From an optimization exercise on the open Yosys and OpenROAD flow, aimed at small area, a short achievable clock period and few clock cycles per item; shortcuts taken in it are not production practice.
In this exercise RTL edits were held to simulation tests only and were not proved equivalent to the original.
Power figures rest on the tool's default switching activity, not on a simulated workload.

**design/flow/run.sh**
```bash
#!/bin/bash
# synth_recipe.tcl (not shown) runs the flow's synth.tcl, then flattens the netlist and writes it again
# the make line also repeats each setting of config.mk as NAME=value (left out here)
make -C /OpenROAD-flow-scripts/flow DESIGN_CONFIG=/design/flow/config.mk WORK_HOME=/design/flow/orfs CLKGATE_MAP_FILE= SYNTH_SCRIPT=/design/flow/synth_recipe.tcl finish
```
**design/flow/config.mk**
```make
export PLATFORM = sky130hd
export DESIGN_NAME = text_line_statistics_top
export DESIGN_NICKNAME = text_line_statistics_top
export VERILOG_FILES = /design/flow/design.v
export SDC_FILE = /design/flow/constraint.sdc
export NUM_CORES = 4
export LEC_CHECK = 0
export CAP_MARGIN = 20
export CORE_MARGIN = 2
export CORE_UTILIZATION = 40
export SLEW_MARGIN = 20
```
**design/flow/constraint.sdc**
```tcl
create_clock -name core_clock -period 3.5 [get_ports {clock}]
set_input_delay 0.7000 -clock core_clock [delete_from_list [all_inputs] [get_ports {clock}]]
set_output_delay 0.7000 -clock core_clock [all_outputs]
set_load 0.01 [all_outputs]
```
**design/flow/design.v**
```verilog
`default_nettype none
package tls_pkg;
   localparam int COUNT_BITS_DEFAULT = 16;
   localparam int OUT_BITS           = 16;
   localparam int OUT_FIELDS         = 12;
   localparam int RSP_BITS           = OUT_BITS * OUT_FIELDS;
   localparam int BYTE_BITS          = 8;
   localparam logic [BYTE_BITS-1:0] NEWLINE_BYTE = 8'd10;
   typedef enum logic {
      KIND_DATA = 1'b0,
      KIND_EOF  = 1'b1
   } kind_type;
   typedef struct packed {
      kind_type             kind;
      logic [BYTE_BITS-1:0] data_byte;
   } beat_type;
   typedef struct packed {
      logic [OUT_BITS-1:0] most_file_lines;
      logic [OUT_BITS-1:0] fewest_file_lines;
      logic [OUT_BITS-1:0] largest_file_bytes;
      logic [OUT_BITS-1:0] smallest_file_bytes;
      logic [OUT_BITS-1:0] total_empty_lines;
      logic [OUT_BITS-1:0] total_lines;
      logic [OUT_BITS-1:0] total_bytes;
      logic [OUT_BITS-1:0] line_width_max;
      logic [OUT_BITS-1:0] line_width_min;
      logic [OUT_BITS-1:0] file_empty_lines;
      logic [OUT_BITS-1:0] file_lines;
      logic [OUT_BITS-1:0] file_bytes;
   } result_type;
endpackage
`default_nettype wire
`default_nettype none
module tls_in_stage (
   input  wire logic              clock,
   input  wire logic              reset,
   input  wire logic              in_valid,
   output logic                   in_ready,
   input  wire tls_pkg::beat_type in_beat,
   output logic                   out_valid,
   output tls_pkg::beat_type      out_beat,
   input  wire logic              advance
);
   logic     valid_ff, valid_in;
   tls_pkg::beat_type beat_ff;
   logic     in_fire;
   assign in_ready = !valid_ff || advance;
   assign in_fire  = in_valid && in_ready;
   always_comb begin
      if (in_fire) begin
         valid_in = 1'b1;
      end else if (advance) begin
         valid_in = 1'b0;
      end else begin
         valid_in = valid_ff;
      end
   end
   always_ff @(posedge clock) begin
      if (reset) begin
         valid_ff <= 1'b0;
      end else begin
         valid_ff <= valid_in;
      end
   end
   always_ff @(posedge clock) begin
      if (in_fire) begin
         beat_ff <= in_beat;
      end
   end
   assign out_valid = valid_ff;
   assign out_beat  = beat_ff;
endmodule
`default_nettype wire
`default_nettype none
module tls_file_stats #(
   parameter int COUNT_BITS = tls_pkg::COUNT_BITS_DEFAULT
) (
   input  wire logic                  clock,
   input  wire logic                  reset,
   input  wire logic                  step,
   input  wire tls_pkg::beat_type     beat,
   output logic [COUNT_BITS-1:0]      file_bytes,
   output logic [COUNT_BITS-1:0]      file_lines,
   output logic [COUNT_BITS-1:0]      file_empty,
   output logic [COUNT_BITS-1:0]      width_min,
   output logic [COUNT_BITS-1:0]      width_max
);
   localparam logic [COUNT_BITS-1:0] ALL_ONES = '1;
   function automatic logic [COUNT_BITS-1:0] sat_inc(input logic [COUNT_BITS-1:0] v);
      sat_inc = (v == ALL_ONES) ? v : v + 1'b1;
   endfunction
   logic [COUNT_BITS-1:0] bytes_ff, bytes_in;
   logic [COUNT_BITS-1:0] lines_ff, lines_in;
   logic [COUNT_BITS-1:0] empty_ff, empty_in;
   logic [COUNT_BITS-1:0] len_ff, len_in;
   logic [COUNT_BITS-1:0] wmin_ff, wmin_in;
   logic [COUNT_BITS-1:0] wmax_ff, wmax_in;
   logic                  line_fresh;
   logic                  is_newline;
   assign line_fresh = (len_ff == '0);
   assign is_newline = (beat.data_byte == tls_pkg::NEWLINE_BYTE);
   always_comb begin
      bytes_in = bytes_ff;
      lines_in = lines_ff;
      empty_in = empty_ff;
      len_in   = len_ff;
      wmin_in  = wmin_ff;
      wmax_in  = wmax_ff;
      if (step) begin
         if (beat.kind == tls_pkg::KIND_EOF) begin
            bytes_in = '0;
            lines_in = '0;
            empty_in = '0;
            len_in   = '0;
            wmin_in  = ALL_ONES;
            wmax_in  = '0;
         end else begin
            bytes_in = sat_inc(bytes_ff);
            if (line_fresh) begin
               lines_in = sat_inc(lines_ff);
            end
            if (is_newline) begin
               if (len_ff < wmin_ff) begin
                  wmin_in = len_ff;
               end
               if (len_ff > wmax_ff) begin
                  wmax_in = len_ff;
               end
               if (line_fresh) begin
                  empty_in = sat_inc(empty_ff);
               end
               len_in = '0;
            end else begin
               len_in = sat_inc(len_ff);
            end
         end
      end
   end
   always_ff @(posedge clock) begin
      if (reset) begin
         bytes_ff <= '0;
         lines_ff <= '0;
         empty_ff <= '0;
         len_ff   <= '0;
         wmin_ff  <= ALL_ONES;
         wmax_ff  <= '0;
      end else begin
         bytes_ff <= bytes_in;
         lines_ff <= lines_in;
         empty_ff <= empty_in;
         len_ff   <= len_in;
         wmin_ff  <= wmin_in;
         wmax_ff  <= wmax_in;
      end
   end
   assign file_bytes = bytes_ff;
   assign file_lines = lines_ff;
   assign file_empty = empty_ff;
   assign width_min  = wmin_ff;
   assign width_max  = wmax_ff;
endmodule
`default_nettype wire
`default_nettype none
module tls_totals #(
   parameter int COUNT_BITS = tls_pkg::COUNT_BITS_DEFAULT
) (
   input  wire logic                  clock,
   input  wire logic                  reset,
   input  wire logic                  close,
   input  wire logic [COUNT_BITS-1:0] file_bytes,
   input  wire logic [COUNT_BITS-1:0] file_lines,
   input  wire logic [COUNT_BITS-1:0] file_empty,
   output logic [COUNT_BITS-1:0]      next_sum_bytes,
   output logic [COUNT_BITS-1:0]      next_sum_lines,
   output logic [COUNT_BITS-1:0]      next_sum_empty,
   output logic [COUNT_BITS-1:0]      next_size_min,
   output logic [COUNT_BITS-1:0]      next_size_max,
   output logic [COUNT_BITS-1:0]      next_lines_min,
   output logic [COUNT_BITS-1:0]      next_lines_max
);
   localparam logic [COUNT_BITS-1:0] ALL_ONES = '1;
   function automatic logic [COUNT_BITS-1:0] sat_add(input logic [COUNT_BITS-1:0] a,
                                                     input logic [COUNT_BITS-1:0] b);
      logic [COUNT_BITS:0] s;
      s = {1'b0, a} + {1'b0, b};
      sat_add = s[COUNT_BITS] ? ALL_ONES : s[COUNT_BITS-1:0];
   endfunction
   logic [COUNT_BITS-1:0] sum_bytes_ff, sum_bytes_in;
   logic [COUNT_BITS-1:0] sum_lines_ff, sum_lines_in;
   logic [COUNT_BITS-1:0] sum_empty_ff, sum_empty_in;
   logic [COUNT_BITS-1:0] size_min_ff, size_min_in;
   logic [COUNT_BITS-1:0] size_max_ff, size_max_in;
   logic [COUNT_BITS-1:0] lines_min_ff, lines_min_in;
   logic [COUNT_BITS-1:0] lines_max_ff, lines_max_in;
   assign next_sum_bytes = sat_add(sum_bytes_ff, file_bytes);
   assign next_sum_lines = sat_add(sum_lines_ff, file_lines);
   assign next_sum_empty = sat_add(sum_empty_ff, file_empty);
   assign next_size_min  = (file_bytes < size_min_ff) ? file_bytes : size_min_ff;
   assign next_size_max  = (file_bytes > size_max_ff) ? file_bytes : size_max_ff;
   assign next_lines_min = (file_lines < lines_min_ff) ? file_lines : lines_min_ff;
   assign next_lines_max = (file_lines > lines_max_ff) ? file_lines : lines_max_ff;
   always_comb begin
      sum_bytes_in = sum_bytes_ff;
      sum_lines_in = sum_lines_ff;
      sum_empty_in = sum_empty_ff;
      size_min_in  = size_min_ff;
      size_max_in  = size_max_ff;
      lines_min_in = lines_min_ff;
      lines_max_in = lines_max_ff;
      if (close) begin
         sum_bytes_in = next_sum_bytes;
         sum_lines_in = next_sum_lines;
         sum_empty_in = next_sum_empty;
         size_min_in  = next_size_min;
         size_max_in  = next_size_max;
         lines_min_in = next_lines_min;
         lines_max_in = next_lines_max;
      end
   end
   always_ff @(posedge clock) begin
      if (reset) begin
         sum_bytes_ff <= '0;
         sum_lines_ff <= '0;
         sum_empty_ff <= '0;
         size_min_ff  <= ALL_ONES;
         size_max_ff  <= '0;
         lines_min_ff <= ALL_ONES;
         lines_max_ff <= '0;
      end else begin
         sum_bytes_ff <= sum_bytes_in;
         sum_lines_ff <= sum_lines_in;
         sum_empty_ff <= sum_empty_in;
         size_min_ff  <= size_min_in;
         size_max_ff  <= size_max_in;
         lines_min_ff <= lines_min_in;
         lines_max_ff <= lines_max_in;
      end
   end
endmodule
`default_nettype wire
`default_nettype none
module text_line_statistics_top #(
   parameter int COUNT_BITS = tls_pkg::COUNT_BITS_DEFAULT
) (
   input  wire logic                           clock,
   input  wire logic                           reset,
   input  wire logic                           req_tvalid,
   output logic                                req_tready,
   input  wire logic [tls_pkg::BYTE_BITS-1:0]  req_tdata,   
   input  wire logic                           req_tuser,   
   output logic                                rsp_tvalid,
   input  wire logic                           rsp_tready,
   output logic [tls_pkg::RSP_BITS-1:0]        rsp_tdata
);
   localparam int OB = tls_pkg::OUT_BITS;
   tls_pkg::beat_type              req_beat;
   tls_pkg::beat_type              s1_beat;
   logic                  s1_valid;
   logic                  step;
   logic                  close;
   logic                  rsp_free;
   logic [COUNT_BITS-1:0] file_bytes, file_lines, file_empty, width_min, width_max;
   logic [COUNT_BITS-1:0] sum_bytes, sum_lines, sum_empty;
   logic [COUNT_BITS-1:0] size_min, size_max, lines_min, lines_max;
   logic                  rsp_valid_ff, rsp_valid_in;
   tls_pkg::result_type            rsp_data_ff, rsp_data_in;
   assign req_beat.kind      = req_tuser ? tls_pkg::KIND_EOF : tls_pkg::KIND_DATA;
   assign req_beat.data_byte = req_tdata;
   assign rsp_free = !rsp_valid_ff || rsp_tready;
   assign close    = s1_valid && (s1_beat.kind == tls_pkg::KIND_EOF) && rsp_free;
   assign step     = (s1_valid && (s1_beat.kind == tls_pkg::KIND_DATA)) || close;
   tls_in_stage u_in_stage (
      .clock     (clock),
      .reset     (reset),
      .in_valid  (req_tvalid),
      .in_ready  (req_tready),
      .in_beat   (req_beat),
      .out_valid (s1_valid),
      .out_beat  (s1_beat),
      .advance   (step)
   );
   tls_file_stats #(
      .COUNT_BITS (COUNT_BITS)
   ) u_file_stats (
      .clock      (clock),
      .reset      (reset),
      .step       (step),
      .beat       (s1_beat),
      .file_bytes (file_bytes),
      .file_lines (file_lines),
      .file_empty (file_empty),
      .width_min  (width_min),
      .width_max  (width_max)
   );
   tls_totals #(
      .COUNT_BITS (COUNT_BITS)
   ) u_totals (
      .clock          (clock),
      .reset          (reset),
      .close          (close),
      .file_bytes     (file_bytes),
      .file_lines     (file_lines),
      .file_empty     (file_empty),
      .next_sum_bytes (sum_bytes),
      .next_sum_lines (sum_lines),
      .next_sum_empty (sum_empty),
      .next_size_min  (size_min),
      .next_size_max  (size_max),
      .next_lines_min (lines_min),
      .next_lines_max (lines_max)
   );
   always_comb begin
      rsp_data_in.file_bytes          = OB'(file_bytes);
      rsp_data_in.file_lines          = OB'(file_lines);
      rsp_data_in.file_empty_lines    = OB'(file_empty);
      rsp_data_in.line_width_min      = OB'(width_min);
      rsp_data_in.line_width_max      = OB'(width_max);
      rsp_data_in.total_bytes         = OB'(sum_bytes);
      rsp_data_in.total_lines         = OB'(sum_lines);
      rsp_data_in.total_empty_lines   = OB'(sum_empty);
      rsp_data_in.smallest_file_bytes = OB'(size_min);
      rsp_data_in.largest_file_bytes  = OB'(size_max);
      rsp_data_in.fewest_file_lines   = OB'(lines_min);
      rsp_data_in.most_file_lines     = OB'(lines_max);
   end
   always_comb begin
      if (close) begin
         rsp_valid_in = 1'b1;
      end else if (rsp_tready) begin
         rsp_valid_in = 1'b0;
      end else begin
         rsp_valid_in = rsp_valid_ff;
      end
   end
   always_ff @(posedge clock) begin
      if (reset) begin
         rsp_valid_ff <= 1'b0;
      end else begin
         rsp_valid_ff <= rsp_valid_in;
      end
   end
   always_ff @(posedge clock) begin
      if (close) begin
         rsp_data_ff <= rsp_data_in;
      end
   end
   assign rsp_tvalid = rsp_valid_ff;
   assign rsp_tdata  = rsp_data_ff;
endmodule
`default_nettype wire
```
==> results.txt <==
==> layer usage <==
metal,track usage [%],vias to the layer above
met5,0,-
met4,5.69,0
met3,3.63,78
met2,30.6,383
met1,25.8,7471
li1,-,7684
==> kinds of logic after synthesis <==
| family | Yosys count | synth area share [%] |
|---|---|---|
| and+or+nand+nor | 650 | 15.7 |
| AOI/OAI and AO/OA | 412 | 12.7 |
| DFF | 411 | 50.2 |
| buffers and inverters | 232 | 4.58 |
| adders and majority gates | 149 | 9.24 |
| muxes | 85 | 4.37 |
| xor gates and xnor gates | 77 | 3.30 |
==> metrics by stage <==
stage / hold WS, ns / setup WS (ns)
4_1_cts: 0.460 / 0.507
3_3_place_gp: 0.443 / 0.513
6_report: 0.456 / 0.493
2_1_floorplan: 0.424 / 0.350
5_1_grt: 0.472 / 0.178
3_5_place_dp: 0.445 / 0.436
==> cell usage after synthesis, drive strengths merged (38+ instances only) <==
master  instances
nand3          46
nand4          41
inv           121
o21ai          98
nand2b         51
a21oi         146
dfxtp         210
xnor2          38
mux2i          52
xor2           39
nor3           60
a21o           39
ha            146
clkbuf         82
nand2         158
nor2          196
edfxtp        201
==> cell type report <==
type                            count  share of cell area [%]
Clock buffer                       61                    5.23
Multi-Input combinational cell   1373                    37.2
Timing Repair Buffer              269                    10.4
Sequential cell                   411                    41.2
Inverter                          122                    1.87
Clock inverter                     24                   0.755
Tap cell                          672                    3.38
==> where the power goes <==
part	switching, mW	total (mW)	leakage, nW	internal [mW]
Combinational	0.368	0.642	5.69	0.274
Clock	1.99	4.76	0.724	2.77
Sequential	0.0704	5.24	3.50	5.17
==> final timing paths <==
check                                                             end  cells after the start
worst max-delay path            u_totals.sum_lines_ff[9]$_SDFFE_PP0P_                      9
worst min register to register              rsp_data_ff[78]$_DFFE_PP_                      0
worst max register to register  u_totals.sum_lines_ff[9]$_SDFFE_PP0P_                      9
worst min-delay path                        rsp_data_ff[78]$_DFFE_PP_                      0
==> worst max-delay path: cells and delay by family (launching register included) <==
family	cells	cell delay, ns
compound gates	5	1.24
fa+ha+maj	2	0.66
simple gates	1	0.40
flops	1	0.32
buf+inv	1	0.22
==> results.ini <==
[yosys]
yosysWarnings=4
syn-num-nets=2178
netlist_area_mm2=0.0204
synth_edf_count=201
async_flop_share_pct=0
ys_types=76
yosys-top-cells-area=edfxtp_1 30%, dfxtp_1 21%, ha_1 8.9%
netlist_instances=2016
avgSynthCellArea_um2=10.1
yosys.area.top_type_share_pct=29.6
yosys_register_bits=411
synth.yosys.seq_area_share_pct=50.2
yosys.area.top_type=edfxtp_1
ys.flop_type=dfxtp_1

[worst_setup_path]
r2r_setup_slack_ns=0.49
r2r-start=u_file_stats.lines_ff[0]$_SDFFE_PP0P_
startpoint_type=flip-flop
worst_setup_path_end_kind=flip-flop
startpoint=u_file_stats.lines_ff[0]$_SDFFE_PP0P_
critPathMaxFanout=25
cpMaxStageDelayCell=a41oi_1
path_cells=ha_1 > fa_1 > a211oi_1 > o211ai_1 > a41oi_1 > a31oi_1 > buf_4 > nor2_1 > a211oi_1
crit_required_ns=3.93
cp_data_arrival_time_ns=3.43
critPathMaxStageDelay_ns=0.45
path_class=flip-flop to flip-flop
cpMostUsedCell=a211oi_1

[routing]
drc=0
firstDrtPassIters=5
wl_met2_um=23200
finalWirelength_um=50600
wl_met1_um=23600
dr_wl_met3_um=2450
maxUsedRoutingLayer=met4
route.vias.total=15600
wire_per_inst_um=17.2
viasPerCell=5.33
antenna_left=0
drtIter0Drc=939

[global_routing]
grt_pass1_vias=15300
grt-ovfl-total=0
grt_pass1_wl_um=81000
antenna_found_initial=0
grt_max_degree=131
track_usage_pct=18.9

[timing]
worst_slew_pin_slew_ns=0.973
drv_slew=0
setup_viol=0
period_minus_slack_ns=3.01
fmax_mhz=333
hold_viol_final=0
relSlewSlack_pct=34.6
finalSetupTns_ns=0
skew_ns=0.0262
rsz0062_at_grt=false
timing.final.crit_share_pct=85.9

[finish]
largest_reg_flops=192
final_cell_mix=210 x dfxtp_1, 205 x clkdlybuf4s50_1, 201 x edfxtp_1, 193 x nor2_1, 158 x nand2_1
final_cells=2932
fillers=4580
drive_above_1_share_pct=9.20
syn_to_final_growth_pct=21.8
regMostFlops=rsp_data_ff
final_core_util_pct=49.5
diodes=0
regArea_mm2=0.0102
multi_input_area_mm2=0.00925
layout_commonest_cell=dfxtp_1
fin_nets=2385
fin_area_mm2=0.0249

[cts]
cts_buffers=46
clock_path_buffers=3
root_buffer=clkbuf_16
ctsHoldBuffers=0
h-tree-depth=2
cts-resized-gates=0
cts_tree=done
clkTransAtPathRegs_ns=0.06
cts_setup_buffers=0
clk_latency_ns=0.58
clock-sinks=411

[floorplan]
start_util_pct=40.6
io_pins=207
rows=82
die_w_um=230
core_area_mm2=0.0503
die_h_um=230
die_area_mm2=0.0529

[place]
io_buffer_count=206
placed_area_mm2=0.0234
hpwl_um=35300
gp_congestion=0.879
placed_cells=2846

[run]
maxCapViolCount=0

[pwr]
irDropWorstVdd_mv=0.333
pwr_density_cell_mw_per_mm2=428
totalPowerFinal_mw=10.6
power.leakage_nw=9.92

[outcome]
outcome=finished clean

[worst_hold_path]
hold_class=flip-flop to flip-flop
min_from=u_file_stats.wmax_ff[14]$_SDFFE_PP0P_

Testbench counts, summed over its fixed seeds: cycles 100,669, items 100,653.

-- re-timing with driven ports --
No port has a modelled driver above. Below, the same layout with a new extraction and two added sets of constraints.
Step 1 assumes that a clkbuf_16 drives the clock port and a buf_2 every other input.
Step 2, shift: input delay + t, output delay - t, t = (earliest + latest rising clock arrival at the registers) / 2. This alone moves slack from input paths to output paths.
Slacks: ideal ports / drivers / drivers and shift; pairs: ideal ports / drivers.
shift t [ns]: 0.621
setup WS [ns]: 0.493 / 0.493 / 0.449
worst setup path at the end: input to register
After both steps setup and hold are still met in this run. For this run, drivers alone change the setup slack by 0.000 ns; drivers and shift together by -0.044 ns.
